This is an optimization exercise on Yosys and OpenROAD, whose aim is small area, not a production implementation. Where RTL was checked, it was by simulation tests only, not by an equivalence proof against the original. For runs 1 to 4, only the layout was checked, not whether the RTL still works. Power figures rest on the tool's default switching activity, not on a simulated workload.

==> design/flow/design.v <==
package vector_unit_pkg;
    typedef enum logic [1:0] {
        ESIZE_8  = 2'b00,
        ESIZE_16 = 2'b01
    } esize_t;
    typedef enum logic [3:0] {
        OP_VSRA       = 4'd0,
        OP_RND_VSRA   = 4'd1,
        OP_VSRL       = 4'd2,
        OP_RND_VSRL   = 4'd3,
        OP_VSLL       = 4'd4,
        OP_SAT_VSLL   = 4'd5,
        OP_VSATL_SMPR = 4'd6,
        OP_VSATL_RNDR = 4'd7,
        OP_VADD       = 4'd8,
        OP_VSUB       = 4'd9,
        OP_SAT_VADD   = 4'd10,
        OP_SAT_VSUB   = 4'd11
    } vunit_op_t;
    typedef enum logic [2:0] {
        VSRA, RND_VSRA, VSRL, RND_VSRL, VSLL, SAT_VSLL, VSATL_SMPR, VSATL_RNDR
    } vshift_uops_t;
    typedef enum logic [1:0] {
        VADD, VSUB, SAT_VADD, SAT_VSUB
    } vadd_uops_t;
endpackage : vector_unit_pkg
`timescale 1ns/1ps
module vector_unit_top (
    input  logic                  clk_i,
    input  logic                  rst_n_i,
    input  logic                  wb_cyc_i,
    input  logic                  wb_stb_i,
    input  logic                  wb_we_i,
    input  logic [5-1:0] wb_adr_i,
    input  logic [32-1:0] wb_dat_i,
    input  logic [3:0]            wb_sel_i,
    output logic [32-1:0] wb_dat_o,
    output logic                  wb_ack_o
);
    logic [31:0] opa_q, opb_q, res_q;
    logic [3:0]  op_q;
    logic [1:0]  es_q;
    logic [3:0]  cl_q;
    logic        e8r_q;
    logic        a_vld, b_vld, c_vld, r_vld;
    logic req, a_opa, a_opb, a_ctrl, a_res, a_stat;
    assign req    = wb_cyc_i && wb_stb_i && !wb_ack_o;
    assign a_opa  = (wb_adr_i == 5'h00);
    assign a_opb  = (wb_adr_i == 5'h04);
    assign a_ctrl = (wb_adr_i == 5'h08);
    assign a_res  = (wb_adr_i == 5'h0C);
    assign a_stat = (wb_adr_i == 5'h10);
    logic [31:0] z, res_d;
    logic        run, pass2_q;
    logic        wr_opa, wr_opb, wr_ctrl;
    assign wr_opa  = wb_ack_o && wb_we_i && a_opa;
    assign wr_opb  = wb_ack_o && wb_we_i && a_opb;
    assign wr_ctrl = req && wb_we_i && a_ctrl;
    assign run     = wb_ack_o && wb_we_i && a_ctrl && !(op_q[3] && op_q[2]);
    always_ff @(posedge clk_i or negedge rst_n_i) begin
        if (!rst_n_i) begin
            wb_ack_o    <= 1'b0;
            a_vld       <= 1'b0;
            b_vld       <= 1'b0;
            c_vld       <= 1'b0;
            r_vld       <= 1'b0;
            opb_q[4:0]  <= '0;
        end else begin
            wb_ack_o <= req;
            if (wr_opa)  a_vld <= 1'b1;
            if (wr_opb)  b_vld <= 1'b1;
            if (wr_ctrl) c_vld <= 1'b1;
            if (run)     r_vld <= 1'b1;
            if (wr_opb)  opb_q[4:0] <= wb_dat_i[4:0];
        end
    end
    always_ff @(posedge clk_i) begin
        pass2_q <= run;
    end
    always_ff @(posedge clk_i) begin
        if (wr_opa) opa_q <= wb_dat_i;
        if (wr_opb) opb_q[31:5] <= wb_dat_i[31:5];
        if (wr_ctrl) begin
            op_q <= wb_dat_i[3:0];
            es_q <= wb_dat_i[5:4];
        end
        if (pass2_q) begin
            res_q <= res_d;
            cl_q  <= clamp_b;
            e8r_q <= e8;
        end else if (run) begin
            res_q <= sh & {32{a_vld}};
        end
    end
    logic       sel_a, sel_b, sel_r, sel_c, sel_s;
    logic [3:0] sel_rk, sel_rc, fill_rd, top_rd, top7_rd;
    assign sel_a = a_opa  && a_vld;
    assign sel_b = a_opb  && b_vld;
    assign sel_r = a_res  && r_vld;
    assign sel_c = a_ctrl && c_vld;
    assign sel_s = a_stat && r_vld;
    assign sel_rk  = {4{sel_r}} & ~cl_q;
    assign sel_rc  = {4{sel_r}} & cl_q;
    always_comb begin
        for (int j = 0; j < 4; j++) begin
            logic lmsb;
            if (j % 2 == 1) lmsb = res_q[8*j+7];
            else            lmsb = e8r_q ? res_q[8*j+7] : res_q[8*j+15];
            top_rd[j]  = e8r_q || (j % 2 == 1);
            fill_rd[j] = sel_rc[j] && lmsb;
            top7_rd[j] = sel_rc[j] && (top_rd[j] ? !lmsb : lmsb);
        end
        for (int i = 0; i < 32; i++) begin
            wb_dat_o[i] = (sel_a && opa_q[i]) || (sel_b && opb_q[i]) ||
                          (sel_rk[i/8] && res_q[i]) ||
                          ((i % 8 == 7) ? top7_rd[i/8] : fill_rd[i/8]);
        end
        wb_dat_o[5:0] = wb_dat_o[5:0] | ({6{sel_c}} & {es_q, op_q});
        wb_dat_o[1]   = wb_dat_o[1] | (sel_s && (|cl_q));
    end
    logic e8, is_add, neg, left, sat, rnd, logical, sub, satadd;
    assign e8      = (es_q == 2'b00);
    assign is_add  = op_q[3];
    assign neg     = opb_q[4];
    assign left    = !is_add && ((op_q[2:1] == 2'b10) || ((op_q[2:1] == 2'b11) && !neg));
    assign sat     = !is_add && ((op_q[2:0] == 3'd5) || ((op_q[2:1] == 2'b11) && !neg));
    assign rnd     = !is_add && ((op_q[2:0] == 3'd1) || (op_q[2:0] == 3'd3) ||
                                 ((op_q[2:0] == 3'd7) && neg));
    assign logical = (op_q[2:1] == 2'b01);
    assign sub     = op_q[0];
    assign satadd  = is_add && op_q[1];
    logic [3:0] s_pos, s_neg, k_in, k_d, k_q, k;
    logic       k3, kz, left_in;
    assign s_pos   = opb_q[3:0];
    assign s_neg   = 4'd0 - opb_q[3:0];
    assign left_in = !wb_dat_i[3] && ((wb_dat_i[2:1] == 2'b10) ||
                                      ((wb_dat_i[2:1] == 2'b11) && !neg));
    assign k_in    = wb_dat_i[3] ? 4'd0 : ((left_in ^ neg) ? s_neg : s_pos);
    assign k_d     = {k_in[3] && (wb_dat_i[5:4] != 2'b00), k_in[2:0]};
    always_ff @(posedge clk_i) begin
        k_q <= k_d;
    end
    assign k  = k_q;
    assign k3 = k_q[3];
    assign kz = (k_q == 4'd0);
    logic [7:0] v;
    always_comb begin
        for (int b = 0; b < 8; b++) v[b] = (b + k[2:0] >= 8);
    end
    logic [31:0] y, sh;
    logic [3:0]  lsign;
    always_comb begin
        for (int j = 0; j < 4; j++) begin
            for (int b = 0; b < 8; b++) begin
                y[8*j+b] = opa_q[8*j + ((b + k[2:0]) % 8)];
            end
        end
        for (int j = 0; j < 4; j++) begin
            for (int b = 0; b < 8; b++) begin
                z[8*j+b] = (((v[b] && !e8) ^ k3)) ? y[8*(j^1)+b] : y[8*j+b];
            end
        end
    end
    assign lsign[0] = a_vld && (e8 ? opa_q[7]  : opa_q[15]);
    assign lsign[1] = a_vld && opa_q[15];
    assign lsign[2] = a_vld && (e8 ? opa_q[23] : opa_q[31]);
    assign lsign[3] = a_vld && opa_q[31];
    logic [31:0] x;
    assign x = z;
    logic [15:0] u, keep, fsel, lsel;
    logic [3:0]  fillv, lost_b;
    logic [31:0] lostb;
    assign fillv = lsign & {4{!logical}};
    always_comb begin
        for (int b = 0; b < 8; b++) begin
            u[b]   = v[b] && (e8 || k3);
            u[8+b] = v[b] || k3;
        end
        for (int p = 0; p < 16; p++) begin
            keep[p] = left ? (u[p] || kz) : !u[p];
            fsel[p] = !left && u[p];
            lsel[p] = left && !u[p] && !kz;
        end
        for (int i = 0; i < 32; i++) begin
            sh[i]    = (keep[i%16] && x[i]) || (fsel[i%16] && fillv[i/8]);
            lostb[i] = lsel[i%16] && x[i];
        end
        for (int j = 0; j < 4; j++) lost_b[j] = |lostb[8*j +: 8];
    end
    logic [3:0] lost_l, r_l;
    assign lost_l[0] = e8 ? lost_b[0] : (lost_b[0] || lost_b[1]);
    assign lost_l[1] = e8 ? lost_b[1] : (lost_b[0] || lost_b[1]);
    assign lost_l[2] = e8 ? lost_b[2] : (lost_b[2] || lost_b[3]);
    assign lost_l[3] = e8 ? lost_b[3] : (lost_b[2] || lost_b[3]);
    assign r_l[0] = !kz && (e8 ? x[7] : x[15]);
    assign r_l[1] = !kz && x[15];
    assign r_l[2] = !kz && (e8 ? x[23] : x[31]);
    assign r_l[3] = !kz && x[31];
    logic [3:0] shmsb, satcl;
    assign shmsb[0] = e8 ? sh[7]  : sh[15];
    assign shmsb[1] = sh[15];
    assign shmsb[2] = e8 ? sh[23] : sh[31];
    assign shmsb[3] = sh[31];
    assign satcl    = (lost_l | shmsb) & {4{sat && a_vld}};
    logic [3:0] fl_q;
    always_ff @(posedge clk_i) begin
        fl_q <= satcl | (r_l & {4{a_vld && rnd}});
    end
    logic [31:0] bb, sum;
    logic [3:0]  cin;
    logic bgate_q, subx_q;
    always_ff @(posedge clk_i) begin
        bgate_q <= is_add && b_vld;
        subx_q  <= is_add && sub;
    end
    assign bb = (opb_q & {32{bgate_q}}) ^ {32{subx_q}};
    always_comb begin
        for (int j = 0; j < 4; j++) begin
            cin[j] = subx_q || (rnd && fl_q[j]);
        end
    end
    logic [7:0] p8 [4], g8 [4];
    logic [3:0] bci, bco;
    always_comb begin
        bci[0] = cin[0];
        bci[1] = e8 ? cin[1] : bco[0];
        bci[2] = cin[2];
        bci[3] = e8 ? cin[3] : bco[2];
    end
    for (genvar j = 0; j < 4; j++) begin : g_byte
        logic [7:0] p, g;
        logic [8:0] c;
        logic g10, p10, g32, p32, g54, p54, g76, p76, g30, p30, g74, p74, g70, p70;
        assign p = res_q[8*j +: 8] ^ bb[8*j +: 8];
        assign g = res_q[8*j +: 8] & bb[8*j +: 8];
        assign g10 = g[1] | (p[1] & g[0]);  assign p10 = p[1] & p[0];
        assign g32 = g[3] | (p[3] & g[2]);  assign p32 = p[3] & p[2];
        assign g54 = g[5] | (p[5] & g[4]);  assign p54 = p[5] & p[4];
        assign g76 = g[7] | (p[7] & g[6]);  assign p76 = p[7] & p[6];
        assign g30 = g32 | (p32 & g10);     assign p30 = p32 & p10;
        assign g74 = g76 | (p76 & g54);     assign p74 = p76 & p54;
        assign g70 = g74 | (p74 & g30);     assign p70 = p74 & p30;
        assign c[0] = bci[j];
        assign c[1] = g[0] | (p[0] & c[0]);
        assign c[2] = g10 | (p10 & c[0]);
        assign c[3] = g[2] | (p[2] & c[2]);
        assign c[4] = g30 | (p30 & c[0]);
        assign c[5] = g[4] | (p[4] & c[4]);
        assign c[6] = g54 | (p54 & c[4]);
        assign c[7] = g[6] | (p[6] & c[6]);
        assign c[8] = g70 | (p70 & c[0]);
        assign sum[8*j +: 8] = p ^ c[7:0];
        assign bco[j] = c[8];
    end
    logic [3:0] amsb, bmsb, smsb, clamp_b, top_b;
    always_comb begin
        for (int j = 0; j < 4; j++) begin
            top_b[j] = e8 || (j % 2 == 1);
            if (j % 2 == 1) begin
                amsb[j] = res_q[8*j+7];
                bmsb[j] = bb[8*j+7];
                smsb[j] = sum[8*j+7];
            end else begin
                amsb[j] = e8 ? res_q[8*j+7]  : res_q[8*j+15];
                bmsb[j] = e8 ? bb[8*j+7]  : bb[8*j+15];
                smsb[j] = e8 ? sum[8*j+7] : sum[8*j+15];
            end
            clamp_b[j] = (satadd && (amsb[j] == bmsb[j]) && (smsb[j] != amsb[j])) ||
                         (sat && fl_q[j]);
        end
        for (int i = 0; i < 32; i++) begin
            if ((i % 8 == 7) && top_b[i/8] && sat && fl_q[i/8])
                res_d[i] = !lsign[i/8];
            else
                res_d[i] = sum[i];
        end
    end
endmodule
==> design/flow/flow/run.sh <==
#!/bin/bash
# Layout flow: the standard ORFS flow, with three changes in how the
# layout is made:
#  - synthesis maps the logic with the ABC script in flow/abc.script (the
#    rest of the synthesis script is ORFS's own, unchanged);
#  - the port buffers are sky130_fd_sc_hd__buf_1 cells;
#  - extra make variables from flow/make_args.txt, one per line.
# Each tool's full output goes to a log file in this folder.
set -euo pipefail
HERE=$PWD
FLOWDIR=$HERE/flow

# Synthesis script: the standard flow's, sourcing ORFS's synth.tcl with the ABC script
# swapped for ours
sed "/source \$::env(SCRIPTS_DIR)\/synth_preamble.tcl/a set abc_args [lreplace \$abc_args 1 1 $FLOWDIR/abc.script]" \
    "$FLOW_HOME/scripts/synth.tcl" > "$HERE/synth_own.tcl"
sed "s|source \$::env(SCRIPTS_DIR)/synth.tcl|source $HERE/synth_own.tcl|" \
    "$HERE/synth_recipe.tcl" > "$HERE/synth_recipe_own.tcl"
grep -q "synth_own.tcl" "$HERE/synth_recipe_own.tcl"
grep -q "abc.script" "$HERE/synth_own.tcl"

args=(SYNTH_SCRIPT="$HERE/synth_recipe_own.tcl"
      "BUFFER_PORTS_ARGS=-buffer_cell sky130_fd_sc_hd__buf_1")
if [[ -f "$FLOWDIR/make_args.txt" ]]; then
    while IFS= read -r line; do
        [[ -n "$line" ]] && args+=("$line")
    done < "$FLOWDIR/make_args.txt"
fi
bash "$HERE/standard.sh" "${args[@]}" finish > "$HERE/standard.log" 2>&1
==> design/flow/flow/abc.script <==
strash
dch -f
amap -F 3
topo
stime -c
==> design/flow/flow/make_args.txt <==
ADDER_MAP_FILE=
CTS_ARGS=-sink_clustering_enable -repair_clock_nets -sink_clustering_size 40 -sink_clustering_max_diameter 100 -buf_list {sky130_fd_sc_hd__clkbuf_4 sky130_fd_sc_hd__clkbuf_8} -dont_use_dummy_load
==> design/flow/standard.sh <==
#!/bin/bash
# synth_recipe.tcl (not shown) runs the flow's synth.tcl, then flattens the netlist and writes it again
# the make line also repeats each setting of config.mk as NAME=value (left out here)
make -C /OpenROAD-flow-scripts/flow DESIGN_CONFIG=/design/flow/config.mk WORK_HOME=/design/flow/orfs CLKGATE_MAP_FILE= SYNTH_SCRIPT=/design/flow/synth_recipe.tcl "${@:-finish}"
==> design/flow/config.mk <==
export PLATFORM = sky130hd
export DESIGN_NAME = vector_unit_top
export DESIGN_NICKNAME = vector_unit_top
export VERILOG_FILES = /design/flow/design.v
export SDC_FILE = /design/flow/constraint.sdc
export NUM_CORES = 4
export LEC_CHECK = 0
export CAP_MARGIN = 20
export CORE_MARGIN = 2
export CORE_UTILIZATION = 60
export CTS_BUF_LIST = sky130_fd_sc_hd__clkbuf_4 sky130_fd_sc_hd__clkbuf_8
export CTS_CLUSTER_DIAMETER = 100
export CTS_CLUSTER_SIZE = 40
export PLACE_DENSITY = 0.8
export SLEW_MARGIN = 20
==> design/flow/constraint.sdc <==
create_clock -name core_clock -period 5.0 [get_ports {clk_i}]
set_input_delay 1.0000 -clock core_clock [delete_from_list [all_inputs] [get_ports {clk_i}]]
set_output_delay 1.0000 -clock core_clock [all_outputs]
set_load 0.01 [all_outputs]
==> out/qor.csv, run 1 <==
metric,value,unit
leakage,0.00299,uW
die_h,120,um
ctsResizeCount,0,
hpwl,19800,um
vias_per_cell,7.07,
grt_pass1_vias,7454,
cts.clk_slew.worst_paths,0.07,ns
wl,26900,um
most-common-layout-cells,"109 x nor2_1, 103 x o22ai_1, 102 x edfxtp_1",
synthesis.nets,985,
numCtsBuffers,17,
slew_viol_final,0,
grt_max_degree,36,
rsz0062_at_grt,false,
wl_per_cell,21.9,um
place_congestion,1.04,
portBuffers,74,
core,13200,um^2
status,no timing/DRC/antenna violations,
finalCritPeriodShare,0.890,
power.density,269,nW/um^2
initial_core_util,0.615,
n_fill_cell,1096,
cp-end-kind,register,
start_kind,register,
cts_buffer_depth,2,
die_area,14500,um^2
worst_pin_slew,1.07,ns
worstSetupPathType,register to register,
dp_slack,0.545,ns
area_growth,11.8,%
yosysWarningCount,1,
syn_avg_cell_area,8.67,um^2
grt_overflow_total,0,
track_usage,0.374,
fin_worst_skew,0.0192,ns
crit_fanout,22,
setup_slack,0.552,ns
drtIter0Drc,1058,
hold_violations,0,
fmax,225,MHz
cts.htree.levels,4,
clock_sinks,123,
num_rows,42,
finalNetCount,1101,
reg2reg_slack,0.55,ns
postSynth.asyncResetShare,0.0813,
post_cts.repair.setup_buffers,0,
cp.arrival,4.62,ns
fin_tns_setup,0,ns
peakVddDrop,227,uV
die_x,120,um
n_antenna_cell,0,
ys_ff_latch,123,
grt_pass1_wl,41200,um
first_pass_iters,7,
antenna_found_initial,0,
post-route-drc-count,0,
fin_crit,4.45,ns
slew_headroom,0.284,
yosys_most_used_dff,edfxtp_1,
ioPinCount,79,
holdCritPathClass,register to register,
ant_nets,0,
cts_tree,built,
synth.distinct_cells,34,
syn_inst,939,
insertion_delay,0.46,ns
ys_seq_area_frac,0.434,
layout_commonest_cell,nor2_1,
vias,8685,
netlist_area,8140,um^2
required,5.17,ns
root_buffer,clkbuf_8,
drv_cap,0,
synth_edf_count,102,
setup_viol,0,
holdBufCountCts,0,
drive_gt1_frac,0.0456,
[metrics by stage]
stage                     utilization  hold slack, ns  power [uW]  cells  area, um^2
after global placement          0.667           0.454        1800   1211        8830
final                           0.687           0.478        2450   1229        9100
after global routing            0.687           0.491        2530   1229        9100
after CTS                       0.684           0.480        2430   1228        9060
after detailed placement        0.667           0.462        1800   1211        8830
after floorplan                     -           0.443        1620    939        8140
[worst max-delay path, stage by stage, from the launching register on]
cell,delay (ns)
dfxtp_2,0.44
buf_4,0.29
a21oi_1,0.10
a31oi_1,0.28
nand2_1,0.13
o21a_1,0.14
nand2_1,0.10
a31oi_1,0.15
a21oi_1,0.37
nor3_1,0.12
o22ai_1,0.46
o41ai_1,0.11
buf_4,0.17
a21oi_1,0.20
o21ai_0,0.15
o21ai_0,0.44
o22a_1,0.21
nor3_1,0.05
a31oi_1,0.15
o22ai_1,0.08
[final cells by class]
| cell class | instances | area (um^2) | area share |
|---|---|---|---|
| Clock buffer | 17 | 234 | 0.0257 |
| Inverter | 68 | 255 | 0.0281 |
| Multi-Input combinational cell | 748 | 4380 | 0.482 |
| Timing Repair Buffer | 97 | 470 | 0.0517 |
| Sequential cell | 123 | 3540 | 0.389 |
| Tap cell | 176 | 220 | 0.0242 |
[Yosys cell counts, types with 11 or more instances]
| library cell | n | area, um^2 |
|---|---|---|
| nor2_1 | 113 | 424 |
| a21oi_1 | 84 | 420 |
| edfxtp_1 | 102 | 3060 |
| nor3_1 | 16 | 80.1 |
| a31oi_1 | 38 | 238 |
| o22a_1 | 91 | 797 |
| dfxtp_1 | 11 | 220 |
| a222oi_1 | 32 | 320 |
| nand2_1 | 94 | 353 |
| clkinv_1 | 68 | 255 |
| o21ai_0 | 97 | 485 |
| o22ai_1 | 104 | 651 |
[metal layers]
metal	wire (um)	up-vias	share of wire	GRT usage
met3	3160	71	0.12	0.0731
met5	0	-	0	0
met4	886	0	0.033	0.146
met1	11000	3972	0.41	0.540
li1	-	4037	-	-
met2	11800	605	0.44	0.559
[power breakdown]
group / switching (uW) / leakage (uW) / internal, uW
logic: 399 / 0.00175 / 249
clock network: 346 / 0.000122 / 298
registers: 22.9 / 0.00112 / 1140
[final timing paths]
path,cells past startpoint,from,to
worst min-delay path,1,wb_ack_o,wb_ack_o
worst max-delay path,19,bgate_q,cl_q[2]
max in group asynchronous,1,rst_n_i,a_vld
min in group asynchronous,1,rst_n_i,r_vld
worst max register to register,19,bgate_q,cl_q[2]
worst min register to register,1,wb_ack_o,wb_ack_o
[state kept, by name, indices dropped and copies added, names as in the netlist, 2 cells and up]
signal  flops
es_q        2
op_q        4
opa_q      32
opb_q      32
res_q      32
cl_q        4
k_q         4
fl_q        4
[cell families (layout without fill, tap and decap cells)]
logic type	count (synthesis)	in the layout	share of synthesized area
AO/OA/AOI/OAI	482	482	0.394
AND/OR/NAND/NOR	256	256	0.129
flip-flops	123	123	0.434
buffers and inverters	68	182	0.0314
XOR/XNOR	10	10	0.0108
==> run 2: changes to the inputs <==
--- a/design/flow/design.v
+++ b/design/flow/design.v
@@ -209,10 +209,8 @@
     logic [31:0] bb, sum;
     logic [3:0]  cin;
     logic bgate_q, subx_q;
-    always_ff @(posedge clk_i) begin
-        bgate_q <= is_add && b_vld;
-        subx_q  <= is_add && sub;
-    end
+    assign bgate_q = is_add && b_vld;
+    assign subx_q  = is_add && sub;
     assign bb = (opb_q & {32{bgate_q}}) ^ {32{subx_q}};
     always_comb begin
         for (int j = 0; j < 4; j++) begin
==> run 2 against run 1 <==
Effect of this change:
- sequential share of layout area shrank 1.2 points
- routed wire length up 2.8%
- fmax down 2.4%
- first-iteration DRC count is 39% higher
- critical path type unchanged
- critical endpoint is now cl_q[0]
- largest cell class unchanged
- highest routed layer unchanged
==> out/qor.csv, run 2 <==
metric,value,unit,change
holdBufCountCts,0,,unchanged
crit_fanout,36,,was 22
synth_xor_area_frac,0.0107,,was 0.0108
synth.most_common_cell,nor2_1,,unchanged
combPwrFrac,0.267,,was 0.264
cts.htree.levels,4,,unchanged
grt_overflow_total,0,,unchanged
die_area,14600,um^2,was 14500 um^2
finalPower,2430,uW,was 2450 uW
reg2reg_slack,0.44,ns,was 0.55 ns
p_int,1670,uW,was 1680 uW
finalCritPeriodShare,0.912,,was 0.890
power.density,262,nW/um^2,was 269 nW/um^2
grt_pass1_wl,42100,um,was 41200 um
post_cts.repair.setup_buffers,0,,unchanged
leakage,0.00312,uW,was 0.00299 uW
slew_headroom,0.325,,was 0.284
syn_inst,970,,was 939
synth_area_leaders,"edfxtp_1 37%, o22a_1 9.5%, o22ai_1 8.2%",,"was edfxtp_1 38%, o22a_1 9.8%, o22ai_1 8.0%"
area_growth,13.3,%,was 11.8%
synthSimpleGateAreaFrac,0.148,,was 0.129
drtIter0Drc,1471,,was 1058
postSynth.asyncResetShare,0.0826,,was 0.0813
layout_commonest_cell,nor2_1,,unchanged
drv_cap,0,,unchanged
yosysTopAreaCellShare,0.374,,was 0.376
wl_per_cell,21.7,um,was 21.9 um
setup_slack,0.440,ns,was 0.552 ns
grt_pass1_vias,7918,,was 7454
setup_viol,0,,unchanged
synthMuxAreaShare,0,,unchanged
vias_per_cell,6.98,,was 7.07
place_congestion,0.989,,was 1.04
fin_tns_setup,0,ns,unchanged
vias,8904,,was 8685
root_buffer,clkbuf_8,,unchanged
most-common-layout-cells,"131 x nor2_1, 120 x nand2_1, 107 x o22ai_1",,"was 109 x nor2_1, 103 x o22ai_1, 102 x edfxtp_1"
initial_core_util,0.616,,was 0.615
r2r-start,op_q[3],,was bgate_q
start_kind,register,,unchanged
rsz0062_at_grt,false,,unchanged
fmax,219,MHz,was 225 MHz
post-route-drc-count,0,,unchanged
numCtsBuffers,17,,unchanged
synthesis.nets,1016,,was 985
ioPinCount,79,,unchanged
synth_edf_count,102,,unchanged
netlist_area,8190,um^2,was 8140 um^2
slew_viol_final,0,,unchanged
hpwl,20500,um,was 19800 um
reg2regPathDepth,22,,was 19
required,5.21,ns,was 5.17 ns
wl,27600,um,was 26900 um
hold-path-endpoint,wb_ack_o,,unchanged
cp.arrival,4.77,ns,was 4.62 ns
n_antenna_cell,0,,unchanged
fin_worst_skew,0.0251,ns,was 0.0192 ns
antenna_found_initial,0,,unchanged
finalNetCount,1148,,was 1101
first_pass_iters,7,,unchanged
reg_top3,"opa_q (32), opb_q (32), res_q (32)",,unchanged
switching_power,761,uW,was 768 uW
min_path_cells,1,,unchanged
netSwitchingFraction,0.313,,about the same
grt_max_degree,37,,was 36
synth-compound-area-share,0.379,,was 0.394
synth_top_family_by_area,compound AO/OA/AOI/OAI gates,,unchanged
num_rows,42,,unchanged
clock_sinks,121,,was 123
cts_tree,built,,unchanged
die_x,121,um,was 120 um
worst_pin_slew,1.01,ns,was 1.07 ns
drive_gt1_frac,0.0582,,was 0.0456
synth_top_cell_by_area,edfxtp_1,,unchanged
clkPwrFrac,0.264,,was 0.263
fin_crit,4.56,ns,was 4.45 ns
worstSetupPathType,register to register,,unchanged
yosys_most_used_dff,edfxtp_1,,unchanged
hp-start,wb_ack_o,,unchanged
synth_adder_area_share,0,,unchanged
ys_seq_area_frac,0.427,,was 0.434
status,no timing/DRC/antenna violations,,unchanged
track_usage,0.381,,was 0.374
cts.clk_slew.worst_paths,0.07,ns,about the same
cp-end-kind,register,,unchanged
ctsResizeCount,0,,unchanged
die_h,121,um,was 120 um
p_seq_frac,0.469,,was 0.473
yosysWarningCount,1,,unchanged
core,13300,um^2,was 13200 um^2
ys_ff_latch,121,,was 123
rr_endpoint,cl_q[0],,was cl_q[2]
synth.distinct_cells,36,,was 34
ant_nets,0,,unchanged
syn_avg_cell_area,8.44,um^2,was 8.67 um^2
portBuffers,74,,unchanged
peakVddDrop,211,uV,was 227 uV
holdCritPathClass,register to register,,unchanged
dp_slack,0.563,ns,was 0.545 ns
hold_violations,0,,unchanged
synthTopCellsByCount,"136 x nor2_1, 121 x nand2_1, 107 x o22ai_1, 102 x edfxtp_1, 89 x o22a_1",,"was 113 x nor2_1, 104 x o22ai_1, 102 x edfxtp_1, 97 x o21ai_0, 94 x nand2_1"
cts_buffer_depth,2,,unchanged
insertion_delay,0.46,ns,about the same
## run 2: area by class of cell
type                       instances  area [um^2]
clock buffer                      17          234
fill                            1106         4020
inverter                          78          293
multi-input combinational        771         4430
sequential                       121         3490
tap                              176          220
timing repair buffer             113          603
## run 2: cell families (layout without fill, tap and decap cells)
| kind of cell | after synthesis | count (layout) |
|---|---|---|
| XOR/XNOR | 10 | 10 |
| buffers and inverters | 78 | 208 |
| AND/OR/NAND/NOR | 300 | 300 |
| flip-flops | 121 | 121 |
| AO/OA/AOI/OAI | 461 | 461 |
## run 2: stage by stage
step / instances / utilization / area, um^2 / hold slack [ns]
2_1_floorplan: 970 / - / 8190 / 0.443
4_1_cts: 1275 / 0.695 / 9250 / 0.476
3_3_place_gp: 1258 / 0.678 / 9010 / 0.452
6_report: 1276 / 0.698 / 9280 / 0.471
5_1_grt: 1276 / 0.698 / 9280 / 0.494
3_5_place_dp: 1258 / 0.678 / 9010 / 0.469
## run 2: critical path: stages (launching register included)
cell	delay (ns)
edfxtp_1	0.40
buf_4	0.18
nand2_2	0.20
buf_4	0.41
nor2_1	0.10
a21oi_1	0.22
nand2_1	0.08
a31oi_1	0.22
a21oi_1	0.16
nor3_1	0.17
o22ai_1	0.13
buf_4	0.18
or4_1	0.40
o2111ai_1	0.19
a31oi_1	0.20
o21ai_0	0.20
buf_4	0.18
nor2_1	0.05
a21oi_1	0.16
o22a_1	0.17
nor3_1	0.05
a31oi_1	0.15
o22ai_1	0.08
## run 2: how the worst max path moves through the flow
stage,endpoint,startpoint,cells past startpoint
after floorplan,cl_q[0],op_q[3],22
after global placement,cl_q[0],op_q[3],22
after detailed placement,cl_q[0],op_q[3],22
after CTS,cl_q[0],op_q[3],21
after global routing,cl_q[0],op_q[3],22
final,cl_q[0],op_q[3],22
## run 2: metal layers
metal  wire [um]  global-route usage
met1       11100               0.523
met2       12100               0.584
met4         901               0.142
met3        3470              0.0986
met5           0                   0
## run 2: power by group through the flow
stage	clock [uW]	sequential (uW)	combinational [uW]
floorplan	0	1160	440
global placement	0	1160	617
detailed placement	0	1160	624
CTS	638	1140	628
global route	669	1140	694
finish	642	1140	649
==> run 3: changes to the inputs <==
--- a/design/flow/design.v
+++ b/design/flow/design.v
@@ -129,20 +129,13 @@
     assign logical = (op_q[2:1] == 2'b01);
     assign sub     = op_q[0];
     assign satadd  = is_add && op_q[1];
-    logic [3:0] s_pos, s_neg, k_in, k_d, k_q, k;
-    logic       k3, kz, left_in;
-    assign s_pos   = opb_q[3:0];
-    assign s_neg   = 4'd0 - opb_q[3:0];
-    assign left_in = !wb_dat_i[3] && ((wb_dat_i[2:1] == 2'b10) ||
-                                      ((wb_dat_i[2:1] == 2'b11) && !neg));
-    assign k_in    = wb_dat_i[3] ? 4'd0 : ((left_in ^ neg) ? s_neg : s_pos);
-    assign k_d     = {k_in[3] && (wb_dat_i[5:4] != 2'b00), k_in[2:0]};
-    always_ff @(posedge clk_i) begin
-        k_q <= k_d;
-    end
-    assign k  = k_q;
-    assign k3 = k_q[3];
-    assign kz = (k_q == 4'd0);
+    logic [3:0] s_pos, s_neg, k;
+    logic       k3, kz;
+    assign s_pos = opb_q[3:0];
+    assign s_neg = 4'd0 - opb_q[3:0];
+    assign k     = is_add ? 4'd0 : ((left ^ neg) ? s_neg : s_pos);
+    assign k3    = k[3] && !e8;
+    assign kz    = (k[2:0] == 3'd0) && !k3;
     logic [7:0] v;
     always_comb begin
         for (int b = 0; b < 8; b++) v[b] = (b + k[2:0] >= 8);
@@ -209,8 +202,10 @@
     logic [31:0] bb, sum;
     logic [3:0]  cin;
     logic bgate_q, subx_q;
-    assign bgate_q = is_add && b_vld;
-    assign subx_q  = is_add && sub;
+    always_ff @(posedge clk_i) begin
+        bgate_q <= is_add && b_vld;
+        subx_q  <= is_add && sub;
+    end
     assign bb = (opb_q & {32{bgate_q}}) ^ {32{subx_q}};
     always_comb begin
         for (int j = 0; j < 4; j++) begin
==> design/flow/flow/abc.script (replaced) <==
strash
dch -f
amap
topo
stime -c
==> design/flow/flow/make_args.txt (replaced) <==
ADDER_MAP_FILE=
--- a/design/flow/config.mk
+++ b/design/flow/config.mk
@@ -7,9 +7,8 @@
 export LEC_CHECK = 0
 export CAP_MARGIN = 20
 export CORE_MARGIN = 2
-export CORE_UTILIZATION = 60
+export CORE_UTILIZATION = 40
 export CTS_BUF_LIST = sky130_fd_sc_hd__clkbuf_4 sky130_fd_sc_hd__clkbuf_8
 export CTS_CLUSTER_DIAMETER = 100
 export CTS_CLUSTER_SIZE = 40
-export PLACE_DENSITY = 0.8
 export SLEW_MARGIN = 20
==> run 3 against run 2 <==
Effect of this change:
- design area is 5.2% higher
- routed wire length is 6.0% higher
- largest power group unchanged
- critical endpoint is now fl_q[2]
- sequential cell count is 2 lower
- clock power rose by about 60%
- global-route usage decreased by 11 points
- still clean on timing, DRC and antenna
==> out/qor.csv, run 3 <==
metric,value,unit,change
status,no timing/DRC/antenna violations,,unchanged
ioPinCount,79,,unchanged
num_rows,52,,was 42
area_growth,17.8,%,was 13.3%
yosys_most_used_dff,edfxtp_1,,unchanged
dp_slack,0.348,ns,was 0.563 ns
place_area,9260,um^2,was 9010 um^2
synth_top_cell_by_area,edfxtp_1,,unchanged
cts.clk_slew.worst_paths,0.09,ns,was 0.07 ns
setup_viol,0,,unchanged
insertion_delay,0.47,ns,was 0.46 ns
netSwitchingFraction,0.303,,was 0.313
slew_viol_final,0,,unchanged
worst_pin_slew,1.04,ns,was 1.01 ns
grt_util_met1,0.373,,was 0.523
drive_gt1_frac,0.0742,,was 0.0582
grt_overflow_total,0,,unchanged
power.density,273,nW/um^2,was 262 nW/um^2
layout_commonest_cell,nor2_1,,unchanged
clock_sinks,119,,was 121
ant_nets,0,,unchanged
die_h,148,um,was 121 um
synth_area_leaders,"edfxtp_1 37%, nor2_1 9.4%, o22ai_1 8.9%",,"was edfxtp_1 37%, o22a_1 9.5%, o22ai_1 8.2%"
use_met3,0.0395,,was 0.0986
grt_pass1_vias,7870,,was 7918
path_common_cell,clkinv_1,,was buf_4
fin_crit,4.56,ns,about the same
core,20300,um^2,was 13300 um^2
rsz0062_at_grt,true,,was false
ys_seq_area_frac,0.417,,was 0.427
wl,29300,um,was 27600 um
met2_usage,0.426,,was 0.584
clkPwrFrac,0.388,,was 0.264
drtIter0Drc,852,,was 1471
grt_pass1_wl,44400,um,was 42100 um
p_int,1860,uW,was 1670 uW
worst-path-buf-inv,6,,was 4
drv_cap,0,,unchanged
post_cts.repair.setup_buffers,0,,unchanged
wl_per_cell,20.3,um,was 21.7 um
root_buffer,clkbuf_8,,unchanged
track_usage,0.267,,was 0.381
synthesis.nets,1069,,was 1016
holdCritPathClass,register to register,,unchanged
fin_worst_skew,0.0137,ns,was 0.0251 ns
vias_per_cell,6.01,,was 6.98
portBuffers,74,,unchanged
grt_max_degree,34,,was 37
yosysWarningCount,1,,unchanged
synth_edf_count,102,,unchanged
start_kind,register,,unchanged
slew_headroom,0.305,,was 0.325
n_antenna_cell,0,,unchanged
initial_core_util,0.408,,was 0.616
cts.htree.levels,4,,unchanged
slowest_delay,0.51,ns,was 0.41 ns
netlist_area,8280,um^2,was 8190 um^2
post-route-drc-count,0,,unchanged
syn_avg_cell_area,8.10,um^2,was 8.44 um^2
fin_util,0.481,,was 0.698
cp_slowest_cell,nor3_1,,was buf_4
reg_top3,"opa_q (32), opb_q (32), res_q (32)",,unchanged
setup_slack,0.445,ns,was 0.440 ns
yosysTopAreaCellShare,0.370,,was 0.374
cts_buffer_depth,2,,unchanged
p_seq_frac,0.415,,was 0.469
final_cells,1442,,was 1276
most-common-layout-cells,"205 x nor2_1, 117 x o22ai_1, 109 x clkinv_1",,"was 131 x nor2_1, 120 x nand2_1, 107 x o22ai_1"
peakVddDrop,172,uV,was 211 uV
path_cells,clkinv_1 > o21ai_0 > nand2_1 > clkinv_1 > o22ai_1 > a21oi_1 > nor2_1 > a211oi_2 > clkinv_1 > nor2_1 > clkinv_1 > nor3_1 > nor2_1 > clkinv_1 > o22a_1 > o22ai_1 > a2111oi_0 > buf_4 > a21oi_1 > o21ai_0 > o21ai_0,,was buf_4 > nand2_2 > buf_4 > nor2_1 > a21oi_1 > nand2_1 > a31oi_1 > a21oi_1 > nor3_1 > o22ai_1 > buf_4 > or4_1 > o2111ai_1 > a31oi_1 > o21ai_0 > buf_4 > nor2_1 > a21oi_1 > o22a_1 > nor3_1 > a31oi_1 > o22ai_1
grt_busiest_layer,met2,,unchanged
synthTopCellsByCount,"208 x nor2_1, 118 x o22ai_1, 110 x clkinv_1, 102 x edfxtp_1, 98 x a21oi_1",,"was 136 x nor2_1, 121 x nand2_1, 107 x o22ai_1, 102 x edfxtp_1, 89 x o22a_1"
crit_fanout,6,,was 36
cp-end-kind,register,,unchanged
postSynth.asyncResetShare,0.0840,,was 0.0826
switching_power,807,uW,was 761 uW
fin_area,9760,um^2,was 9280 um^2
place_congestion,1.03,,was 0.989
syn_inst,1023,,was 970
ys_ff_latch,119,,was 121
first_pass_iters,6,,was 7
vias,8668,,was 8904
cp.arrival,4.89,ns,was 4.77 ns
fmax,220,MHz,was 219 MHz
combPwrFrac,0.197,,was 0.267
synth.distinct_cells,42,,was 36
die_area,21900,um^2,was 14600 um^2
required,5.33,ns,was 5.21 ns
worstSetupPathType,register to register,,unchanged
finalNetCount,1205,,was 1148
die_x,148,um,was 121 um
cts_tree,built,,unchanged
path_delay_family,compound AO/OA/AOI/OAI gates,,unchanged
hold_violations,0,,unchanged
finalCritPeriodShare,0.911,,was 0.912
leakage,0.00317,uW,was 0.00312 uW
hpwl,22000,um,was 20500 um
antenna_found_initial,0,,unchanged
synth.most_common_cell,nor2_1,,unchanged
dp_cells,1409,,was 1258
fin_tns_setup,0,ns,unchanged
numCtsBuffers,17,,unchanged
run 3: kinds of logic (layout without fill, tap and decap cells):
family,count (synthesis),after routing,share of synthesized area
compound gates,450,450,0.355
simple gates,336,336,0.169
flops,119,119,0.417
buf+inv,110,259,0.0498
xor+xnor,8,8,0.00846
run 3: metal layers:
| metal | wire length (um) | share of wire |
|---|---|---|
| met4 | 596 | 0.020 |
| met2 | 13400 | 0.46 |
| met3 | 1950 | 0.067 |
| met1 | 13300 | 0.45 |
| met5 | 0 | 0 |
run 3: repair_timing:
action | in CTS | in global routing
hold endpoints to repair | 0 | 0
hold buffers | 0 | 0
gates resized for setup | 0 | 6
endpoints found under the setup margin | 0 | 7
run 3: worst register-to-register path: stages (launching register included):
cell and delay [ns]:
edfxtp_1 0.45, clkinv_1 0.11, o21ai_0 0.19, nand2_1 0.12
clkinv_1 0.07, o22ai_1 0.09, a21oi_1 0.21, nor2_1 0.09
a211oi_2 0.32, clkinv_1 0.30, nor2_1 0.22, clkinv_1 0.17
nor3_1 0.51, nor2_1 0.21, clkinv_1 0.14, o22a_1 0.19
o22ai_1 0.09, a2111oi_0 0.39, buf_4 0.21, a21oi_1 0.07
o21ai_0 0.16, o21ai_0 0.12
run 3: power groups by stage:
stage          clock, uW  sequential [uW]  combinational, uW
6_report            1030             1100                524
5_1_grt             1090             1110                566
4_1_cts             1060             1100                510
3_5_place_dp           0             1130                507
3_3_place_gp           0             1130                505
2_1_floorplan          0             1130                342
run 3: area by class of cell:
type	instances	area (um^2)
flip-flops and latches	119	3450
clock buffers	17	234
multi-input cells	794	4470
inverters	110	414
clock inverters	15	213
repair buffers	117	633
well taps	270	338
fillers	2081	10500
run 3: path summary, 6_finish.rpt:
path,startpoint,endpoint,slack (ns),cells after the start
setup / recovery,op_q[2],fl_q[2],0.44,21
hold / removal,c_vld,c_vld,0.47,1
min in group asynchronous,rst_n_i,wb_ack_o,0.50,1
setup reg to reg,op_q[2],fl_q[2],0.44,21
hold reg to reg,c_vld,c_vld,0.47,1
max in group asynchronous,rst_n_i,a_vld,4.10,1
run 3: stage by stage:
step           total power [uW]  hold slack [ns]
6_report                   2660            0.474
5_1_grt                    2760            0.499
4_1_cts                    2670            0.478
3_5_place_dp               1630            0.462
3_3_place_gp               1630            0.453
2_1_floorplan              1470            0.435
==> run 4: changes to the inputs <==
--- a/design/flow/design.v
+++ b/design/flow/design.v
@@ -129,13 +129,20 @@
     assign logical = (op_q[2:1] == 2'b01);
     assign sub     = op_q[0];
     assign satadd  = is_add && op_q[1];
-    logic [3:0] s_pos, s_neg, k;
-    logic       k3, kz;
-    assign s_pos = opb_q[3:0];
-    assign s_neg = 4'd0 - opb_q[3:0];
-    assign k     = is_add ? 4'd0 : ((left ^ neg) ? s_neg : s_pos);
-    assign k3    = k[3] && !e8;
-    assign kz    = (k[2:0] == 3'd0) && !k3;
+    logic [3:0] s_pos, s_neg, k_in, k_d, k_q, k;
+    logic       k3, kz, left_in;
+    assign s_pos   = opb_q[3:0];
+    assign s_neg   = 4'd0 - opb_q[3:0];
+    assign left_in = !wb_dat_i[3] && ((wb_dat_i[2:1] == 2'b10) ||
+                                      ((wb_dat_i[2:1] == 2'b11) && !neg));
+    assign k_in    = wb_dat_i[3] ? 4'd0 : ((left_in ^ neg) ? s_neg : s_pos);
+    assign k_d     = {k_in[3] && (wb_dat_i[5:4] != 2'b00), k_in[2:0]};
+    always_ff @(posedge clk_i) begin
+        k_q <= k_d;
+    end
+    assign k  = k_q;
+    assign k3 = k_q[3];
+    assign kz = (k_q == 4'd0);
     logic [7:0] v;
     always_comb begin
         for (int b = 0; b < 8; b++) v[b] = (b + k[2:0] >= 8);
@@ -213,7 +220,7 @@
         end
     end
     logic [7:0] p8 [4], g8 [4];
-    logic [3:0] bci, bco;
+    logic [3:0] bci, bco, bov;
     always_comb begin
         bci[0] = cin[0];
         bci[1] = e8 ? cin[1] : bco[0];
@@ -244,22 +251,15 @@
         assign c[8] = g70 | (p70 & c[0]);
         assign sum[8*j +: 8] = p ^ c[7:0];
         assign bco[j] = c[8];
-    end
-    logic [3:0] amsb, bmsb, smsb, clamp_b, top_b;
+        assign bov[j] = c[7] ^ c[8];
+    end
+    logic [3:0] lov, clamp_b, top_b;
     always_comb begin
         for (int j = 0; j < 4; j++) begin
             top_b[j] = e8 || (j % 2 == 1);
-            if (j % 2 == 1) begin
-                amsb[j] = res_q[8*j+7];
-                bmsb[j] = bb[8*j+7];
-                smsb[j] = sum[8*j+7];
-            end else begin
-                amsb[j] = e8 ? res_q[8*j+7]  : res_q[8*j+15];
-                bmsb[j] = e8 ? bb[8*j+7]  : bb[8*j+15];
-                smsb[j] = e8 ? sum[8*j+7] : sum[8*j+15];
-            end
-            clamp_b[j] = (satadd && (amsb[j] == bmsb[j]) && (smsb[j] != amsb[j])) ||
-                         (sat && fl_q[j]);
+            if (j % 2 == 1) lov[j] = bov[j];
+            else            lov[j] = e8 ? bov[j] : bov[j+1];
+            clamp_b[j] = (satadd && lov[j]) || (sat && fl_q[j]);
         end
         for (int i = 0; i < 32; i++) begin
             if ((i % 8 == 7) && top_b[i/8] && sat && fl_q[i/8])
==> design/flow/flow/abc.script (replaced) <==
strash
dch -f
amap -F 3
topo
stime -c
==> design/flow/flow/make_args.txt (replaced) <==
ADDER_MAP_FILE=
CTS_ARGS=-sink_clustering_enable -repair_clock_nets -sink_clustering_size 40 -sink_clustering_max_diameter 100 -buf_list {sky130_fd_sc_hd__clkbuf_4 sky130_fd_sc_hd__clkbuf_8} -dont_use_dummy_load
--- a/design/flow/config.mk
+++ b/design/flow/config.mk
@@ -7,8 +7,9 @@
 export LEC_CHECK = 0
 export CAP_MARGIN = 20
 export CORE_MARGIN = 2
-export CORE_UTILIZATION = 40
+export CORE_UTILIZATION = 50
 export CTS_BUF_LIST = sky130_fd_sc_hd__clkbuf_4 sky130_fd_sc_hd__clkbuf_8
 export CTS_CLUSTER_DIAMETER = 100
 export CTS_CLUSTER_SIZE = 40
+export PLACE_DENSITY = 0.7
 export SLEW_MARGIN = 20
==> run 4 against run 3 <==
Effect of this change:
- critical path depth did not move
- total power fell by 6.9%
- combinational power rose by 26%
- hold slack got worse by 0.010 ns
- global-route usage rose by 5.4 points
- largest power group unchanged
- highest routed layer unchanged
==> out/qor.csv, run 4 <==
metric,value,unit,change
status,no timing/DRC/antenna violations,,unchanged
synth_xor_area_frac,0.00859,,was 0.00846
holdBufCountCts,0,,unchanged
die_h,132,um,was 148 um
grt_overflow_total,0,,unchanged
hp-start,wb_ack_o,,was c_vld
layout_commonest_cell,o22ai_1,,was nor2_1
synth_area_leaders,"edfxtp_1 38%, o22ai_1 8.5%, o22a_1 8.5%",,"was edfxtp_1 37%, nor2_1 9.4%, o22ai_1 8.9%"
track_usage,0.320,,was 0.267
fin_tns_setup,0,ns,unchanged
synthTopCellsByCount,"111 x o22ai_1, 106 x nor2_1, 102 x edfxtp_1, 89 x o21ai_0, 85 x a21oi_1",,"was 208 x nor2_1, 118 x o22ai_1, 110 x clkinv_1, 102 x edfxtp_1, 98 x a21oi_1"
num_rows,46,,was 52
die_area,17400,um^2,was 21900 um^2
vias,8580,,was 8668
synthesis.nets,985,,was 1069
multi_input_area,4360,um^2,was 4470 um^2
cts.htree.levels,4,,unchanged
die_x,132,um,was 148 um
drv_cap,0,,unchanged
antenna_found_initial,0,,unchanged
ioPinCount,79,,unchanged
grt_pass1_vias,7595,,was 7870
cp.arrival,4.77,ns,was 4.89 ns
hold_violations,0,,unchanged
post_cts.repair.setup_buffers,0,,unchanged
ctsResizeCount,0,,unchanged
drtIter0Drc,1027,,was 852
reg2reg_slack,0.54,ns,was 0.44 ns
yosysWarningCount,1,,unchanged
n_fill_cell,1520,,was 2081
hold-path-endpoint,wb_ack_o,,was c_vld
clock_sinks,123,,was 119
first_pass_iters,6,,unchanged
worst_pin_slew,1.04,ns,about the same
wl,27800,um,was 29300 um
core,15900,um^2,was 20300 um^2
dp_slack,0.661,ns,was 0.348 ns
hpwl,20500,um,was 22000 um
fin_crit,4.46,ns,was 4.56 ns
synth.distinct_cells,39,,was 42
yosysTopAreaCellShare,0.375,,was 0.370
ys_ff_latch,123,,was 119
finalCritPeriodShare,0.893,,was 0.911
regArea,3540,um^2,was 3450 um^2
start_kind,register,,unchanged
holdCritPathClass,register to register,,unchanged
ys_seq_area_frac,0.433,,was 0.417
required,5.31,ns,was 5.33 ns
place_congestion,0.989,,was 1.03
numCtsBuffers,17,,unchanged
n_antenna_cell,0,,unchanged
syn_avg_cell_area,8.69,um^2,was 8.10 um^2
syn_inst,939,,was 1023
synth_top_cell_by_area,edfxtp_1,,unchanged
peakVddDrop,174,uV,was 172 uV
rr_endpoint,cl_q[1],,was fl_q[2]
fin_util,0.585,,was 0.481
r2r-start,subx_q,,was op_q[2]
area_growth,14.3,%,was 17.8%
insertion_delay,0.47,ns,about the same
cts.clk_slew.worst_paths,0.07,ns,was 0.09 ns
most-common-layout-cells,"111 x o22ai_1, 102 x nor2_1, 102 x edfxtp_1",,"was 205 x nor2_1, 117 x o22ai_1, 109 x clkinv_1"
drive_gt1_frac,0.0624,,was 0.0742
portBuffers,74,,unchanged
place_area,9040,um^2,was 9260 um^2
grt_pass1_wl,42900,um,was 44400 um
finalNetCount,1121,,was 1205
synth_top_family_by_area,compound AO/OA/AOI/OAI gates,,unchanged
grt_max_degree,34,,unchanged
power.density,266,nW/um^2,was 273 nW/um^2
crit_fanout,21,,was 6
cts_buffer_depth,2,,unchanged
setup_viol,0,,unchanged
ant_nets,0,,unchanged
synth.most_common_cell,o22ai_1,,was nor2_1
vias_per_cell,6.66,,was 6.01
fmax,224,MHz,was 220 MHz
slew_headroom,0.301,,was 0.305
initial_core_util,0.512,,was 0.408
synth_adder_area_share,0,,unchanged
min_path_cells,1,,unchanged
post-route-drc-count,0,,unchanged
rsz0062_at_grt,false,,was true
cts_tree,built,,unchanged
root_buffer,clkbuf_8,,unchanged
fin_area,9330,um^2,was 9760 um^2
netlist_area,8160,um^2,was 8280 um^2
fin_worst_skew,0.0263,ns,was 0.0137 ns
postSynth.asyncResetShare,0.0813,,was 0.0840
leakage,0.00307,uW,was 0.00317 uW
hold_slack,0.463,ns,was 0.474 ns
synth_edf_count,102,,unchanged
reg_top3,"opa_q (32), opb_q (32), res_q (32)",,unchanged
synthMuxAreaShare,0,,unchanged
cp-end-kind,register,,unchanged
synth-compound-area-share,0.396,,was 0.355
slew_viol_final,0,,unchanged
wl_per_cell,21.6,um,was 20.3 um
reg2regPathDepth,21,,unchanged
synthSimpleGateAreaFrac,0.126,,was 0.169
worstSetupPathType,register to register,,unchanged
yosys_most_used_dff,edfxtp_1,,unchanged
setup_slack,0.535,ns,was 0.445 ns
## run 4: changes by cell type after synthesis, sizes merged, moves of 10 or more
cell    previous run  this run
nor2             208       106
o221ai            26         1
o21ai             79        89
a21oi             98        85
nand2             64        82
a22oi             17         4
clkinv           110        79
nand3              4        14
o22a              69        79
a31oi              3        37
a222oi             1        32
## run 4: critical path, cell delays in order (launching register included)
cell and delay (ns):
dfxtp_2 0.64, buf_4 0.25, a21oi_1 0.06, a31oi_1 0.18
nand2_1 0.09, o21ai_0 0.16, o21ai_0 0.13, a21oi_1 0.30
o41ai_1 0.10, buf_4 0.16, o22ai_1 0.16, buf_4 0.18
nor3_1 0.05, nor3_1 0.28, clkinv_1 0.17, a21oi_1 0.31
clkinv_1 0.16, a31oi_1 0.25, nor2_1 0.07, a21oi_1 0.32
clkinv_1 0.12, o21ai_0 0.16
## run 4: layout make-up
cell class,instances,share of cell area
Clock buffer,17,0.0251
Inverter,79,0.0318
Multi-Input combinational cell,737,0.467
Sequential cell,123,0.379
Tap cell,216,0.0290
Timing Repair Buffer,117,0.0686
## run 4: cells by family (layout without fill, tap and decap cells)
logic type      Yosys count  in the layout
compound gates          484            484
simple gates            245            245
flops                   123            123
buf+inv                  79            213
xor+xnor                  8              8
## run 4: through the flow
| stage | instances | total power (uW) |
|---|---|---|
| final | 1289 | 2480 |
| after global placement | 1270 | 1820 |
| after detailed placement | 1270 | 1820 |
| after floorplan | 939 | 1620 |
| after global routing | 1289 | 2590 |
| after CTS | 1287 | 2470 |
## run 4: worst max-delay path by stage
stage,slack (ns),start,end,cells after the start
finish,0.54,subx_q,cl_q[1],21
global route,0.09,subx_q,cl_q[1],21
CTS,0.62,op_q[2],cl_q[2],26
detailed placement,0.66,op_q[2],cl_q[2],26
global placement,0.68,k_q[0],fl_q[2],14
floorplan,0.51,wb_adr_i[1],res_q[0],5
## run 4: metal layers
metal  vias up  wire [um]  GRT usage
met5         -          0          0
met4         0        930      0.132
met3        61       2290     0.0584
met2       406      12600      0.499
met1      4012      12000      0.443
li1       4101          -          -
## run 4: where the power goes
| part | total [uW] | switching [uW] | internal (uW) |
|---|---|---|---|
| logic | 658 | 407 | 252 |
| registers | 1160 | 26.5 | 1140 |
| clock network | 658 | 360 | 298 |
| total | 2480 | 793 | 1690 |
==> run 5: changes to the inputs <==
--- a/design/flow/design.v
+++ b/design/flow/design.v
@@ -38,6 +38,8 @@
     output logic                  wb_ack_o
 );
     logic [31:0] opa_q, opb_q, res_q;
+    logic [4:0]  opb_lo_q;
+    logic [31:5] opb_hi_q;
     logic [3:0]  op_q;
     logic [1:0]  es_q;
     logic [3:0]  cl_q;
@@ -50,8 +52,9 @@
     assign a_ctrl = (wb_adr_i == 5'h08);
     assign a_res  = (wb_adr_i == 5'h0C);
     assign a_stat = (wb_adr_i == 5'h10);
-    logic [31:0] z, res_d;
-    logic        run, pass2_q;
+    logic [31:0] z, sh, res_d;
+    logic [3:0]  clamp_b;
+    logic        e8, run, pass2_q;
     logic        wr_opa, wr_opb, wr_ctrl;
     assign wr_opa  = wb_ack_o && wb_we_i && a_opa;
     assign wr_opb  = wb_ack_o && wb_we_i && a_opb;
@@ -64,22 +67,23 @@
             b_vld       <= 1'b0;
             c_vld       <= 1'b0;
             r_vld       <= 1'b0;
-            opb_q[4:0]  <= '0;
+            opb_lo_q    <= '0;
         end else begin
             wb_ack_o <= req;
             if (wr_opa)  a_vld <= 1'b1;
             if (wr_opb)  b_vld <= 1'b1;
             if (wr_ctrl) c_vld <= 1'b1;
             if (run)     r_vld <= 1'b1;
-            if (wr_opb)  opb_q[4:0] <= wb_dat_i[4:0];
+            if (wr_opb)  opb_lo_q <= wb_dat_i[4:0];
         end
     end
     always_ff @(posedge clk_i) begin
         pass2_q <= run;
     end
+    assign opb_q = {opb_hi_q, opb_lo_q};
     always_ff @(posedge clk_i) begin
         if (wr_opa) opa_q <= wb_dat_i;
-        if (wr_opb) opb_q[31:5] <= wb_dat_i[31:5];
+        if (wr_opb) opb_hi_q <= wb_dat_i[31:5];
         if (wr_ctrl) begin
             op_q <= wb_dat_i[3:0];
             es_q <= wb_dat_i[5:4];
@@ -118,7 +122,7 @@
         wb_dat_o[5:0] = wb_dat_o[5:0] | ({6{sel_c}} & {es_q, op_q});
         wb_dat_o[1]   = wb_dat_o[1] | (sel_s && (|cl_q));
     end
-    logic e8, is_add, neg, left, sat, rnd, logical, sub, satadd;
+    logic is_add, neg, left, sat, rnd, logical, sub, satadd;
     assign e8      = (es_q == 2'b00);
     assign is_add  = op_q[3];
     assign neg     = opb_q[4];
@@ -147,7 +151,7 @@
     always_comb begin
         for (int b = 0; b < 8; b++) v[b] = (b + k[2:0] >= 8);
     end
-    logic [31:0] y, sh;
+    logic [31:0] y;
     logic [3:0]  lsign;
     always_comb begin
         for (int j = 0; j < 4; j++) begin
@@ -219,8 +223,7 @@
             cin[j] = subx_q || (rnd && fl_q[j]);
         end
     end
-    logic [7:0] p8 [4], g8 [4];
-    logic [3:0] bci, bco, bov;
+    logic [3:0] bci, bco;
     always_comb begin
         bci[0] = cin[0];
         bci[1] = e8 ? cin[1] : bco[0];
@@ -251,15 +254,22 @@
         assign c[8] = g70 | (p70 & c[0]);
         assign sum[8*j +: 8] = p ^ c[7:0];
         assign bco[j] = c[8];
-        assign bov[j] = c[7] ^ c[8];
-    end
-    logic [3:0] lov, clamp_b, top_b;
+    end
+    logic [3:0] amsb, bmsb, smsb, top_b;
     always_comb begin
         for (int j = 0; j < 4; j++) begin
             top_b[j] = e8 || (j % 2 == 1);
-            if (j % 2 == 1) lov[j] = bov[j];
-            else            lov[j] = e8 ? bov[j] : bov[j+1];
-            clamp_b[j] = (satadd && lov[j]) || (sat && fl_q[j]);
+            if (j % 2 == 1) begin
+                amsb[j] = res_q[8*j+7];
+                bmsb[j] = bb[8*j+7];
+                smsb[j] = sum[8*j+7];
+            end else begin
+                amsb[j] = e8 ? res_q[8*j+7]  : res_q[8*j+15];
+                bmsb[j] = e8 ? bb[8*j+7]  : bb[8*j+15];
+                smsb[j] = e8 ? sum[8*j+7] : sum[8*j+15];
+            end
+            clamp_b[j] = (satadd && (amsb[j] == bmsb[j]) && (smsb[j] != amsb[j])) ||
+                         (sat && fl_q[j]);
         end
         for (int i = 0; i < 32; i++) begin
             if ((i % 8 == 7) && top_b[i/8] && sat && fl_q[i/8])
--- a/design/flow/flow/run.sh
+++ b/design/flow/flow/run.sh
@@ -1,11 +1,10 @@
 #!/bin/bash
-# Layout flow: the standard ORFS flow, with three changes in how the
-# layout is made:
-#  - synthesis maps the logic with the ABC script in flow/abc.script (the
-#    rest of the synthesis script is ORFS's own, unchanged);
+# Layout flow: the standard ORFS flow (standard.sh), with these changes
+# in how the layout is made:
+#  - synthesis maps the logic with the area-oriented ABC script in
+#    flow/abc.script; the rest of the synthesis script is ORFS's own, so the
+#    registers and their names are those of the standard synthesis;
 #  - the port buffers are sky130_fd_sc_hd__buf_1 cells;
-#  - extra make variables from flow/make_args.txt, one per line.
-# Each tool's full output goes to a log file in this folder.
 set -euo pipefail
 HERE=$PWD
 FLOWDIR=$HERE/flow
--- a/design/flow/config.mk
+++ b/design/flow/config.mk
@@ -7,9 +7,9 @@
 export LEC_CHECK = 0
 export CAP_MARGIN = 20
 export CORE_MARGIN = 2
-export CORE_UTILIZATION = 50
+export CORE_UTILIZATION = 65
 export CTS_BUF_LIST = sky130_fd_sc_hd__clkbuf_4 sky130_fd_sc_hd__clkbuf_8
 export CTS_CLUSTER_DIAMETER = 100
 export CTS_CLUSTER_SIZE = 40
-export PLACE_DENSITY = 0.7
+export PLACE_DENSITY = 0.84
 export SLEW_MARGIN = 20
==> run 5 against run 4 <==
Effect of this change:
- highest routed layer unchanged
- via count up 3.6%
- synthesized cell count unchanged
- die area down 23%
- register-to-register slack got worse by 0.11 ns
- still clean on timing, DRC and antenna
- critical endpoint is now cl_q[2]
==> out/qor.csv, run 5 <==
metric,value,unit,change
initial_core_util,0.672,,was 0.512
slowest_delay,0.54,ns,was 0.64 ns
numCtsBuffers,17,,unchanged
ioPinCount,79,,unchanged
path_delay_family,compound AO/OA/AOI/OAI gates,,unchanged
cp.arrival,4.77,ns,about the same
yosysTopAreaCellShare,0.376,,was 0.375
synth_adder_area_share,0,,unchanged
yosys_most_used_dff,edfxtp_1,,unchanged
synthTopCellsByCount,"113 x nor2_1, 104 x o22ai_1, 102 x edfxtp_1, 97 x o21ai_0, 94 x nand2_1",,"was 111 x o22ai_1, 106 x nor2_1, 102 x edfxtp_1, 89 x o21ai_0, 85 x a21oi_1"
fin_tns_setup,0,ns,unchanged
rsz0062_at_grt,false,,unchanged
antenna_found_initial,0,,unchanged
vias,8890,,was 8580
cts.htree.levels,4,,unchanged
cts_buffer_depth,2,,unchanged
setup_viol,0,,unchanged
track_usage,0.407,,was 0.320
fin_crit,4.58,ns,was 4.46 ns
holdBufCountCts,0,,unchanged
grt_pass1_wl,41100,um,was 42900 um
path_common_cell,o21ai_0,,was a21oi_1
synthesis.nets,985,,unchanged
worstSetupPathType,register to register,,unchanged
hp-start,wb_ack_o,,unchanged
portBuffers,74,,unchanged
start_kind,register,,unchanged
synth.most_common_cell,nor2_1,,was o22ai_1
synth_xor_area_frac,0.0108,,was 0.00859
reg_top3,"opa_q (32), res_q (32), opb_hi_q (27)",,"was opa_q (32), opb_q (32), res_q (32)"
root_buffer,clkbuf_8,,unchanged
post_cts.repair.setup_buffers,0,,unchanged
synthSimpleGateAreaFrac,0.129,,was 0.126
finalCritPeriodShare,0.916,,was 0.893
holdCritPathClass,register to register,,unchanged
synth_top_cell_by_area,edfxtp_1,,unchanged
fmax,218,MHz,was 224 MHz
min_path_cells,1,,unchanged
synth-compound-area-share,0.394,,was 0.396
die_x,116,um,was 132 um
core,12100,um^2,was 15900 um^2
hold_violations,0,,unchanged
synth.distinct_cells,34,,was 39
drtIter0Drc,1446,,was 1027
rr_endpoint,cl_q[2],,was cl_q[1]
fin_area,9110,um^2,was 9330 um^2
finalNetCount,1104,,was 1121
postSynth.asyncResetShare,0.0813,,unchanged
die_h,116,um,was 132 um
synthMuxAreaShare,0,,unchanged
hpwl,19700,um,was 20500 um
post-route-drc-count,0,,unchanged
path_cells,buf_4 > a21oi_1 > a31oi_1 > nand2_1 > o21ai_0 > o21ai_0 > nor2_1 > o21ai_0 > o22ai_1 > o41ai_1 > buf_4 > a21oi_1 > o21ai_0 > o21ai_0 > o22a_1 > nor3_1 > a31oi_1 > o22ai_1,,was buf_4 > a21oi_1 > a31oi_1 > nand2_1 > o21ai_0 > o21ai_0 > a21oi_1 > o41ai_1 > buf_4 > o22ai_1 > buf_4 > nor3_1 > nor3_1 > clkinv_1 > a21oi_1 > clkinv_1 > a31oi_1 > nor2_1 > a21oi_1 > clkinv_1 > o21ai_0
ys_seq_area_frac,0.434,,was 0.433
yosysWarningCount,1,,unchanged
wl_per_cell,22.3,um,was 21.6 um
layout_commonest_cell,nor2_1,,was o22ai_1
cts_tree,built,,unchanged
finalPower,2450,uW,was 2480 uW
synth_edf_count,102,,unchanged
slew_viol_final,0,,unchanged
netlist_area,8140,um^2,was 8160 um^2
ctsResizeCount,0,,unchanged
first_pass_iters,19,,was 6
grt_pass1_vias,7830,,was 7595
r2r-start,subx_q,,unchanged
synth_area_leaders,"edfxtp_1 38%, o22a_1 9.8%, o22ai_1 8.0%",,"was edfxtp_1 38%, o22ai_1 8.5%, o22a_1 8.5%"
worst-path-buf-inv,2,,was 6
insertion_delay,0.46,ns,was 0.47 ns
hold_slack,0.472,ns,was 0.463 ns
wl,27300,um,was 27800 um
power.density,268,nW/um^2,was 266 nW/um^2
slew_headroom,0.225,,was 0.301
synth_top_family_by_area,compound AO/OA/AOI/OAI gates,,unchanged
vias_per_cell,7.26,,was 6.66
place_area,8850,um^2,was 9040 um^2
n_antenna_cell,0,,unchanged
ant_nets,0,,unchanged
syn_avg_cell_area,8.67,um^2,was 8.69 um^2
drive_gt1_frac,0.0473,,was 0.0624
area_growth,12.0,%,was 14.3%
drv_cap,0,,unchanged
worst_pin_slew,1.15,ns,was 1.04 ns
clock_sinks,123,,unchanged
crit_fanout,18,,was 21
peakVddDrop,310,uV,was 174 uV
grt_overflow_total,0,,unchanged
most-common-layout-cells,"109 x nor2_1, 104 x o22ai_1, 102 x edfxtp_1",,"was 111 x o22ai_1, 102 x nor2_1, 102 x edfxtp_1"
fin_worst_skew,0.0326,ns,was 0.0263 ns
reg2reg_slack,0.42,ns,was 0.54 ns
place_congestion,1.00,,was 0.989
leakage,0.00300,uW,was 0.00307 uW
num_rows,40,,was 46
reg2regPathDepth,18,,was 21
grt_max_degree,35,,was 34
die_area,13400,um^2,was 17400 um^2
cp-end-kind,register,,unchanged
n_fill_cell,958,,was 1520
required,5.19,ns,was 5.31 ns
ys_ff_latch,123,,unchanged
syn_inst,939,,unchanged
status,no timing/DRC/antenna violations,,unchanged
cts.clk_slew.worst_paths,0.08,ns,was 0.07 ns
cp_slowest_cell,dfxtp_2,,unchanged
hold-path-endpoint,wb_ack_o,,unchanged
## run 5: area by class of cell
type | instances | area, um^2 | area share
Timing Repair Buffer | 100 | 505 | 0.0555
Clock buffer | 17 | 234 | 0.0257
Sequential cell | 123 | 3540 | 0.388
Multi-Input combinational cell | 748 | 4370 | 0.480
Tap cell | 168 | 210 | 0.0231
Inverter | 68 | 255 | 0.0280
## run 5: where the power goes
part / internal, uW / switching [uW] / total [uW]
combinational: 248 / 389 / 637
sequential: 1140 / 32.3 / 1170
clock: 297 / 342 / 639
## run 5: layer usage
| layer | up-vias | global-route usage | part of all wire |
|---|---|---|---|
| met4 | 0 | 0.214 | 0.057 |
| li1 | 4038 | - | - |
| met3 | 125 | 0.0973 | 0.11 |
| met2 | 677 | 0.644 | 0.45 |
| met1 | 4050 | 0.523 | 0.38 |
| met5 | - | 0 | 0 |
## run 5: worst register-to-register path: cells and delay by family, from the launching register on
kind	cells	cell delay, ns
AOI/OAI and AO/OA	13	2.99
DFF	1	0.54
buffers and inverters	2	0.45
and+or+nand+nor	3	0.33
## run 5: metrics by stage
step | utilization | setup WS [ns] | cells
2_1_floorplan | - | 0.456 | 939
3_3_place_gp | 0.731 | 0.757 | 1206
3_5_place_dp | 0.731 | 0.602 | 1206
4_1_cts | 0.750 | 0.576 | 1223
5_1_grt | 0.753 | 0.171 | 1224
6_report | 0.753 | 0.422 | 1224
## run 5: how the worst max path moves through the flow
stage	startpoint	end	slack (ns)	cells past startpoint
4_1_cts	subx_q	cl_q[2]	0.58	19
2_1_floorplan	wb_adr_i[1]	res_q[0]	0.46	4
3_5_place_dp	subx_q	cl_q[2]	0.60	19
3_3_place_gp	op_q[2]	cl_q[0]	0.76	20
5_1_grt	subx_q	cl_q[2]	0.17	19
6_report	subx_q	cl_q[2]	0.42	18
## run 5: cells by family (layout without fill, tap and decap cells)
logic type      count (synthesis)  count (layout)
buf+inv                        68             185
flops                         123             123
xor+xnor                       10              10
compound gates                482             482
simple gates                  256             256

-- re-timing with driven ports --
No port has a modelled driver above. Below, the same layouts with a new extraction and two added sets of constraints.
Step 1: set_driving_cell puts a clkbuf_16 on clk_i and a buf_2 on each other input, an assumption about the parent block.
Step 2 adds t to the input delays and takes it off the output delays; t is the mean of the earliest and latest rising clock arrival at the registers after step 1. Input paths then give back, and output paths get back, about the clock's delay inside the block.
Slacks: ideal ports / drivers / drivers and shift; pairs: ideal ports / drivers.
| run | t, ns | setup WS [ns] | clock arrival spread, ns |
|---|---|---|---|
| run 1 | 0.485 | 0.552 / 0.552 / 0.552 | 0.019 / 0.019 |
| run 2 | 0.489 | 0.440 / 0.440 / 0.440 | 0.025 / 0.025 |
| run 3 | 0.499 | 0.445 / 0.445 / 0.445 | 0.015 / 0.015 |
| run 4 | 0.501 | 0.535 / 0.535 / 0.535 | 0.026 / 0.026 |
| run 5 | 0.486 | 0.422 / 0.422 / 0.422 | 0.033 / 0.033 |
After both steps setup and hold are still met in every run listed.
